From an optimization exercise on the open Yosys and OpenROAD flow, aimed at small area; shortcuts taken in it are not production practice. The RTL was checked by simulation tests, not by an equivalence proof against the original design. Power is estimated from default activity; no workload was simulated.

==> flow/design.v <==
`default_nettype none
package snake_pkg;
    typedef struct packed {
        logic [7-1:0] x;     
        logic [7-1:0] y;     
    } cell_t;
    typedef enum logic [1:0] {
        HEAD_UP    = 2'd0,
        HEAD_DOWN  = 2'd1,
        HEAD_LEFT  = 2'd2,
        HEAD_RIGHT = 2'd3
    } heading_t;
    typedef enum logic [2:0] {
        IDLE         = 3'd0,
        WAIT         = 3'd1,
        COLLISION    = 3'd2,
        MOVING       = 3'd3,
        MOVE_DONE    = 3'd4,
        EATEN_FRUIT  = 3'd5,
        FRUIT_UPDATE = 3'd6,
        RESET_IDLE   = 3'd7
    } game_state_t;
    typedef struct packed {
        logic move;      
        logic grow;      
        logic place;     
        logic restart;   
    } game_ctrl_t;
    typedef struct packed {
        logic turn_right;
        logic turn_left;
    } turn_t;
endpackage
`default_nettype wire
`timescale 1ns/1ps
`default_nettype none
module button_sync (
    input  wire              clock_25,
    input  wire              reset,
    input  wire              turn_right_button,
    input  wire              turn_left_button,
    output snake_pkg::turn_t presses
);
    logic [1:0] raw_buttons;
    logic [1:0] stage_new;   
    logic [1:0] stage_old;   
    assign raw_buttons = {turn_right_button, turn_left_button};
    always_ff @(posedge clock_25 or negedge reset) begin
        if (!reset) begin
            stage_new <= '0;
            stage_old <= '0;
            presses   <= '0;
        end else begin
            stage_new <= raw_buttons;
            stage_old <= stage_new;
            presses.turn_right <= stage_new[1] & ~stage_old[1];
            presses.turn_left  <= stage_new[0] & ~stage_old[0];
        end
    end
endmodule
`default_nettype wire
`timescale 1ns/1ps
`default_nettype none
module snake_control (
    input  wire                   clock_25,
    input  wire                   reset,
    input  wire snake_pkg::turn_t presses,
    input  wire                   game_tick,
    input  wire                   head_crash,
    input  wire                   fruit_hit,
    input  wire                   fruit_bad,
    output snake_pkg::game_ctrl_t ctrl,
    output logic                  check_head,
    output logic                  started,
    output logic                  game_over
);
    snake_pkg::game_state_t state;
    snake_pkg::game_state_t state_next;
    logic        any_press;
    assign any_press = presses.turn_right | presses.turn_left;   
    always_ff @(posedge clock_25 or negedge reset) begin
        if (!reset) state <= snake_pkg::RESET_IDLE;
        else        state <= state_next;
    end
    always_comb begin
        state_next = state;                              
        case (state)
            snake_pkg::RESET_IDLE:   state_next = snake_pkg::IDLE;
            snake_pkg::IDLE:         if (any_press) state_next = snake_pkg::WAIT;     
            snake_pkg::WAIT:         if (game_tick) state_next = snake_pkg::MOVING;
            snake_pkg::MOVING:       state_next = snake_pkg::MOVE_DONE;
            snake_pkg::MOVE_DONE: begin
                if (head_crash)     state_next = snake_pkg::COLLISION;
                else if (fruit_hit) state_next = snake_pkg::EATEN_FRUIT;
                else                state_next = snake_pkg::WAIT;
            end
            snake_pkg::EATEN_FRUIT:  state_next = snake_pkg::FRUIT_UPDATE;
            snake_pkg::FRUIT_UPDATE: if (!fruit_bad) state_next = snake_pkg::WAIT;    
            snake_pkg::COLLISION:    if (any_press) state_next = snake_pkg::RESET_IDLE;
            default:      state_next = snake_pkg::RESET_IDLE;
        endcase
    end
    always_comb begin
        ctrl         = '0;
        ctrl.move    = (state == snake_pkg::MOVING);
        ctrl.grow    = (state == snake_pkg::EATEN_FRUIT);
        ctrl.place   = (state == snake_pkg::FRUIT_UPDATE);
        ctrl.restart = (state == snake_pkg::RESET_IDLE);
    end
    assign started   = (state == snake_pkg::WAIT)      || (state == snake_pkg::MOVING) ||
                       (state == snake_pkg::MOVE_DONE) || (state == snake_pkg::EATEN_FRUIT) ||
                       (state == snake_pkg::FRUIT_UPDATE);
    assign game_over = (state == snake_pkg::COLLISION);
    assign check_head = (state == snake_pkg::MOVE_DONE);
endmodule
`default_nettype wire
`timescale 1ns/1ps
`default_nettype none
module snake_steering (
    input  wire                        clock_25,
    input  wire                        reset,
    input  wire snake_pkg::turn_t      presses,
    input  wire snake_pkg::game_ctrl_t ctrl,
    input  wire                        started,
    input  wire snake_pkg::cell_t      head,
    input  wire snake_pkg::cell_t      neck,
    output snake_pkg::heading_t        heading
);
    snake_pkg::turn_t    turn_req;      
    snake_pkg::heading_t travel;        
    snake_pkg::heading_t turned;
    always_ff @(posedge clock_25 or negedge reset) begin
        if (!reset) begin
            turn_req <= '0;
        end else if (ctrl.restart) begin
            turn_req <= '0;
        end else if (started && (presses.turn_right || presses.turn_left)) begin
            if (presses.turn_right && presses.turn_left) turn_req <= '0;   
            else                                         turn_req <= presses;
        end else if (ctrl.move) begin
            turn_req <= '0;                              
        end
    end
    always_comb begin
        travel = heading;
        if (head.y == neck.y && head.x > neck.x)      travel = snake_pkg::HEAD_RIGHT;
        else if (head.y == neck.y && head.x < neck.x) travel = snake_pkg::HEAD_LEFT;
        else if (head.x == neck.x && head.y < neck.y) travel = snake_pkg::HEAD_UP;
        else if (head.x == neck.x && head.y > neck.y) travel = snake_pkg::HEAD_DOWN;
    end
    always_comb begin
        turned = travel;
        case (travel)
            snake_pkg::HEAD_UP:    turned = turn_req.turn_right ? snake_pkg::HEAD_RIGHT : snake_pkg::HEAD_LEFT;
            snake_pkg::HEAD_RIGHT: turned = turn_req.turn_right ? snake_pkg::HEAD_DOWN  : snake_pkg::HEAD_UP;
            snake_pkg::HEAD_DOWN:  turned = turn_req.turn_right ? snake_pkg::HEAD_LEFT  : snake_pkg::HEAD_RIGHT;
            snake_pkg::HEAD_LEFT:  turned = turn_req.turn_right ? snake_pkg::HEAD_UP    : snake_pkg::HEAD_DOWN;
            default:    turned = travel;
        endcase
    end
    always_ff @(posedge clock_25 or negedge reset) begin
        if (!reset)                                     heading <= snake_pkg::HEAD_RIGHT;
        else if (ctrl.restart)                          heading <= snake_pkg::HEAD_RIGHT;   
        else if (turn_req.turn_right || turn_req.turn_left) heading <= turned;
    end
endmodule
`default_nettype wire
`timescale 1ns/1ps
`default_nettype none
module snake_body (
    input  wire                        clock_25,
    input  wire                        reset,
    input  wire snake_pkg::game_ctrl_t ctrl,
    input  wire snake_pkg::heading_t   heading,
    output snake_pkg::cell_t           head,
    output snake_pkg::cell_t           neck,
    output logic [6-1:0] length,
    output logic                       head_crash,
    input  wire snake_pkg::cell_t      query,
    input  wire                        check_head,  
    output logic                       occupied
);
    localparam int CB     = 7;
    localparam int SEGS   = 63 - 1;          
    localparam int X_LAST = 124 - 1;
    localparam int Y_LAST = 81 - 1;
    logic [SEGS-1:0][2*CB-1:0] segs;     
    snake_pkg::cell_t head_step;
    logic  self_hit;
    logic  wall_hit;
    always_comb begin
        head_step = head;
        case (heading)
            snake_pkg::HEAD_UP:    if (head.y != '0)         head_step.y = head.y - CB'(1);
            snake_pkg::HEAD_DOWN:  if (head.y != CB'(Y_LAST)) head_step.y = head.y + CB'(1);
            snake_pkg::HEAD_LEFT:  if (head.x != '0)         head_step.x = head.x - CB'(1);
            snake_pkg::HEAD_RIGHT: if (head.x != CB'(X_LAST)) head_step.x = head.x + CB'(1);
            default:    head_step = head;
        endcase
    end
    always_ff @(posedge clock_25 or negedge reset) begin
        if (!reset) begin
            head.x <= CB'(8);
            head.y <= CB'(40);
            length <= 6'(6);
        end else if (ctrl.restart) begin
            head.x <= CB'(8);               
            head.y <= CB'(40);
            length <= 6'(6);
        end else begin
            if (ctrl.move) head <= head_step;
            if (ctrl.grow && length != 6'(63))
                length <= length + 6'(1);  
        end
    end
    for (genvar g = 0; g < SEGS; g++) begin : g_seg
        always_ff @(posedge clock_25) begin
            if (ctrl.restart && g < 6 - 1) begin
                segs[g] <= {CB'(8 - 1 - g),    
                            CB'(40)};
            end else if (ctrl.move) begin
                if (g == 0) segs[g] <= head;
                else        segs[g] <= segs[(g == 0) ? 0 : g-1];
            end
        end
    end
    logic fresh;
    always_ff @(posedge clock_25) begin
        if (ctrl.restart || ctrl.move) fresh <= 1'b0;
        else if (ctrl.grow && length != 6'(63)) fresh <= 1'b1;
    end
    logic [6-1:0] nvalid;     
    assign nvalid = length - 6'(1) - 6'(fresh);
    snake_pkg::cell_t probe;
    logic             body_hit;
    assign probe = check_head ? head : query;
    always_comb begin
        body_hit = 1'b0;
        for (int i = 0; i < SEGS; i++)
            if (i < int'(nvalid)) body_hit = body_hit | (segs[i] == probe);
    end
    assign self_hit = body_hit;
    assign occupied = body_hit | (query == head);
    assign wall_hit = (head.x == '0          && heading == snake_pkg::HEAD_LEFT)  ||
                      (head.x == CB'(X_LAST) && heading == snake_pkg::HEAD_RIGHT) ||
                      (head.y == '0          && heading == snake_pkg::HEAD_UP)    ||
                      (head.y == CB'(Y_LAST) && heading == snake_pkg::HEAD_DOWN);
    assign head_crash = self_hit | wall_hit;
    assign neck       = segs[0];
endmodule
`default_nettype wire
`timescale 1ns/1ps
`default_nettype none
module fruit_keeper (
    input  wire                        clock_25,
    input  wire                        reset,
    input  wire snake_pkg::game_ctrl_t ctrl,
    input  wire snake_pkg::cell_t      head,
    input  wire                        occupied,
    output snake_pkg::cell_t           query,
    output snake_pkg::cell_t           fruit,
    output logic                       fruit_hit,
    output logic                       fruit_bad,
    output logic [6:0]                 score
);
    localparam int CB = 7;
    logic [CB-1:0] lfsr_x;
    logic [CB-1:0] lfsr_y;
    snake_pkg::cell_t         candidate;
    always_ff @(posedge clock_25 or negedge reset) begin
        if (!reset) begin
            lfsr_x <= CB'(28);
            lfsr_y <= CB'(48);
        end else begin
            lfsr_x <= {lfsr_x[CB-2:0], lfsr_x[6] ^ lfsr_x[5]};
            lfsr_y <= {lfsr_y[CB-2:0], lfsr_y[6] ^ lfsr_y[5]};
        end
    end
    assign candidate = {lfsr_x, lfsr_y};
    always_ff @(posedge clock_25 or negedge reset) begin
        if (!reset) begin
            fruit.x <= CB'(9);
            fruit.y <= CB'(40);
            score   <= '0;
        end else if (ctrl.restart) begin
            fruit.x <= CB'(9);              
            fruit.y <= CB'(40);
            score   <= '0;
        end else if (ctrl.grow) begin
            fruit <= candidate;                          
            if (score == 7'(99)) score <= '0;
            else                          score <= score + 7'd1;
        end else if (ctrl.place && fruit_bad) begin
            fruit <= candidate;                          
        end
    end
    assign query = fruit;                                
    assign fruit_bad = occupied ||
                       (fruit.x >= CB'(124 - 1)) ||
                       (fruit.y >= CB'(81 - 1));
    assign fruit_hit = (fruit == head);
endmodule
`default_nettype wire
`timescale 1ns/1ps
`default_nettype none
module snake_game_top (
    input  wire                        clock_25,
    input  wire                        reset,
    input  wire                        turn_right_button,
    input  wire                        turn_left_button,
    input  wire                        game_tick,
    output snake_pkg::cell_t           head,
    output snake_pkg::cell_t           fruit,
    output logic [6-1:0] length,
    output logic [6:0]                 score,
    output logic                       started,
    output logic                       game_over
);
    snake_pkg::turn_t      presses;     
    snake_pkg::game_ctrl_t ctrl;        
    snake_pkg::heading_t   heading;
    snake_pkg::cell_t      neck;
    snake_pkg::cell_t      query;       
    logic       head_crash;
    logic       occupied;
    logic       fruit_hit;
    logic       fruit_bad;
    logic       check_head;
    button_sync button_sync_i (
        .clock_25          (clock_25),
        .reset             (reset),
        .turn_right_button (turn_right_button),
        .turn_left_button  (turn_left_button),
        .presses           (presses)
    );
    snake_control snake_control_i (
        .clock_25   (clock_25),
        .reset      (reset),
        .presses    (presses),
        .game_tick  (game_tick),
        .head_crash (head_crash),
        .fruit_hit  (fruit_hit),
        .fruit_bad  (fruit_bad),
        .ctrl       (ctrl),
        .check_head (check_head),
        .started    (started),
        .game_over  (game_over)
    );
    snake_steering snake_steering_i (
        .clock_25 (clock_25),
        .reset    (reset),
        .presses  (presses),
        .ctrl     (ctrl),
        .started  (started),
        .head     (head),
        .neck     (neck),
        .heading  (heading)
    );
    snake_body snake_body_i (
        .clock_25   (clock_25),
        .reset      (reset),
        .ctrl       (ctrl),
        .heading    (heading),
        .head       (head),
        .neck       (neck),
        .length     (length),
        .head_crash (head_crash),
        .query      (query),
        .check_head (check_head),
        .occupied   (occupied)
    );
    fruit_keeper fruit_keeper_i (
        .clock_25  (clock_25),
        .reset     (reset),
        .ctrl      (ctrl),
        .head      (head),
        .occupied  (occupied),
        .query     (query),
        .fruit     (fruit),
        .fruit_hit (fruit_hit),
        .fruit_bad (fruit_bad),
        .score     (score)
    );
endmodule
`default_nettype wire
export LEC_CHECK = 0
export CAP_MARGIN = 20
export CORE_MARGIN = 2
export CORE_UTILIZATION = 40
export SLEW_MARGIN = 20
create_clock -name core_clock -period 10.0 [get_ports {clock_25}]
run.sh (not shown) runs the stock make flow with config.mk's settings and CLKGATE_MAP_FILE= SYNTH_SCRIPT=/design/flow/synth_recipe.tcl, a recipe that flattens the netlist after the stock synthesis.
The baseline finished with timing, DRC and antenna clean.
Then changed:
--- a/flow/design.v
+++ b/flow/design.v
@@ -67,13 +67,12 @@
     input  wire snake_pkg::turn_t presses,
     input  wire                   game_tick,
     input  wire                   head_crash,
     input  wire                   fruit_hit,
     input  wire                   fruit_bad,
     output snake_pkg::game_ctrl_t ctrl,
-    output logic                  check_head,
     output logic                  started,
     output logic                  game_over
 );
     snake_pkg::game_state_t state;
     snake_pkg::game_state_t state_next;
     logic        any_press;
@@ -108,13 +107,12 @@
         ctrl.restart = (state == snake_pkg::RESET_IDLE);
     end
     assign started   = (state == snake_pkg::WAIT)      || (state == snake_pkg::MOVING) ||
                        (state == snake_pkg::MOVE_DONE) || (state == snake_pkg::EATEN_FRUIT) ||
                        (state == snake_pkg::FRUIT_UPDATE);
     assign game_over = (state == snake_pkg::COLLISION);
-    assign check_head = (state == snake_pkg::MOVE_DONE);
 endmodule
 `default_nettype wire
 `timescale 1ns/1ps
 `default_nettype none
 module snake_steering (
     input  wire                        clock_25,
@@ -174,13 +172,12 @@
     input  wire snake_pkg::heading_t   heading,
     output snake_pkg::cell_t           head,
     output snake_pkg::cell_t           neck,
     output logic [6-1:0] length,
     output logic                       head_crash,
     input  wire snake_pkg::cell_t      query,
-    input  wire                        check_head,  
     output logic                       occupied
 );
     localparam int CB     = 7;
     localparam int SEGS   = 63 - 1;          
     localparam int X_LAST = 124 - 1;
     localparam int Y_LAST = 81 - 1;
@@ -212,38 +209,34 @@
             if (ctrl.grow && length != 6'(63))
                 length <= length + 6'(1);  
         end
     end
     for (genvar g = 0; g < SEGS; g++) begin : g_seg
         always_ff @(posedge clock_25) begin
-            if (ctrl.restart && g < 6 - 1) begin
-                segs[g] <= {CB'(8 - 1 - g),    
-                            CB'(40)};
+            if (ctrl.restart) begin
+                if (g < 6 - 1)
+                    segs[g] <= {CB'(8 - 1 - g),    
+                                CB'(40)};
+                else
+                    segs[g] <= {(2*CB){1'b1}};           
             end else if (ctrl.move) begin
-                if (g == 0) segs[g] <= head;
-                else        segs[g] <= segs[(g == 0) ? 0 : g-1];
+                if (g == 0)                        segs[g] <= head;
+                else if (g < int'(length) - 1)     segs[g] <= segs[(g == 0) ? 0 : g-1];
             end
         end
     end
-    logic fresh;
-    always_ff @(posedge clock_25) begin
-        if (ctrl.restart || ctrl.move) fresh <= 1'b0;
-        else if (ctrl.grow && length != 6'(63)) fresh <= 1'b1;
-    end
-    logic [6-1:0] nvalid;     
-    assign nvalid = length - 6'(1) - 6'(fresh);
-    snake_pkg::cell_t probe;
-    logic             body_hit;
-    assign probe = check_head ? head : query;
     always_comb begin
-        body_hit = 1'b0;
-        for (int i = 0; i < SEGS; i++)
-            if (i < int'(nvalid)) body_hit = body_hit | (segs[i] == probe);
+        self_hit = 1'b0;
+        occupied = (query == head);
+        for (int i = 0; i < SEGS; i++) begin
+            if (i < int'(length) - 1) begin
+                self_hit = self_hit | (segs[i] == head);
+                occupied = occupied | (segs[i] == query);
+            end
+        end
     end
-    assign self_hit = body_hit;
-    assign occupied = body_hit | (query == head);
     assign wall_hit = (head.x == '0          && heading == snake_pkg::HEAD_LEFT)  ||
                       (head.x == CB'(X_LAST) && heading == snake_pkg::HEAD_RIGHT) ||
                       (head.y == '0          && heading == snake_pkg::HEAD_UP)    ||
                       (head.y == CB'(Y_LAST) && heading == snake_pkg::HEAD_DOWN);
     assign head_crash = self_hit | wall_hit;
     assign neck       = segs[0];
@@ -322,13 +315,12 @@
     snake_pkg::cell_t      neck;
     snake_pkg::cell_t      query;       
     logic       head_crash;
     logic       occupied;
     logic       fruit_hit;
     logic       fruit_bad;
-    logic       check_head;
     button_sync button_sync_i (
         .clock_25          (clock_25),
         .reset             (reset),
         .turn_right_button (turn_right_button),
         .turn_left_button  (turn_left_button),
         .presses           (presses)
@@ -339,13 +331,12 @@
         .presses    (presses),
         .game_tick  (game_tick),
         .head_crash (head_crash),
         .fruit_hit  (fruit_hit),
         .fruit_bad  (fruit_bad),
         .ctrl       (ctrl),
-        .check_head (check_head),
         .started    (started),
         .game_over  (game_over)
     );
     snake_steering snake_steering_i (
         .clock_25 (clock_25),
         .reset    (reset),
@@ -363,13 +354,12 @@
         .heading    (heading),
         .head       (head),
         .neck       (neck),
         .length     (length),
         .head_crash (head_crash),
         .query      (query),
-        .check_head (check_head),
         .occupied   (occupied)
     );
     fruit_keeper fruit_keeper_i (
         .clock_25  (clock_25),
         .reset     (reset),
         .ctrl      (ctrl),
After rerunning: The new run completed without violations; total power grows by 27%; fmax grows by 26%; worst setup slack improved by 1.4 ns; cell area came out higher by 16%; via count came out higher by 40%; worst hold slack stays flat; clock-buffer cell count rose by 18; global-route usage shrinks by 0.47 points; utilization came out lower by 0.92 points; sequential cell count drops by 1; register-to-register slack is better by 1.4 ns; final cell count grows by 60%.

[port drivers added, routing unchanged]
The results above use ideal ports. As a check the final layouts listed here were re-extracted and re-timed, cells and wires unchanged.
Step 1: set_driving_cell puts a clkbuf_16 on clock_25 and a buf_2 on each other input, an assumption about the parent block.
Step 2 adds t to the input delays and takes it off the output delays; t is the mean of the earliest and latest rising clock arrival at the registers after step 1. Input paths then give back, and output paths get back, about the clock's delay inside the block.
a / b / c = no drivers / after step 1 / after step 2; a / b = the first two.
run	t, ns	setup slack, ns	cell pins on the clock port's net
the first run	0.760	2.911 / 2.911 / 2.911	1
the second run	0.809	4.357 / 4.357 / 4.357	1
After both steps setup and hold are still met in every run listed.
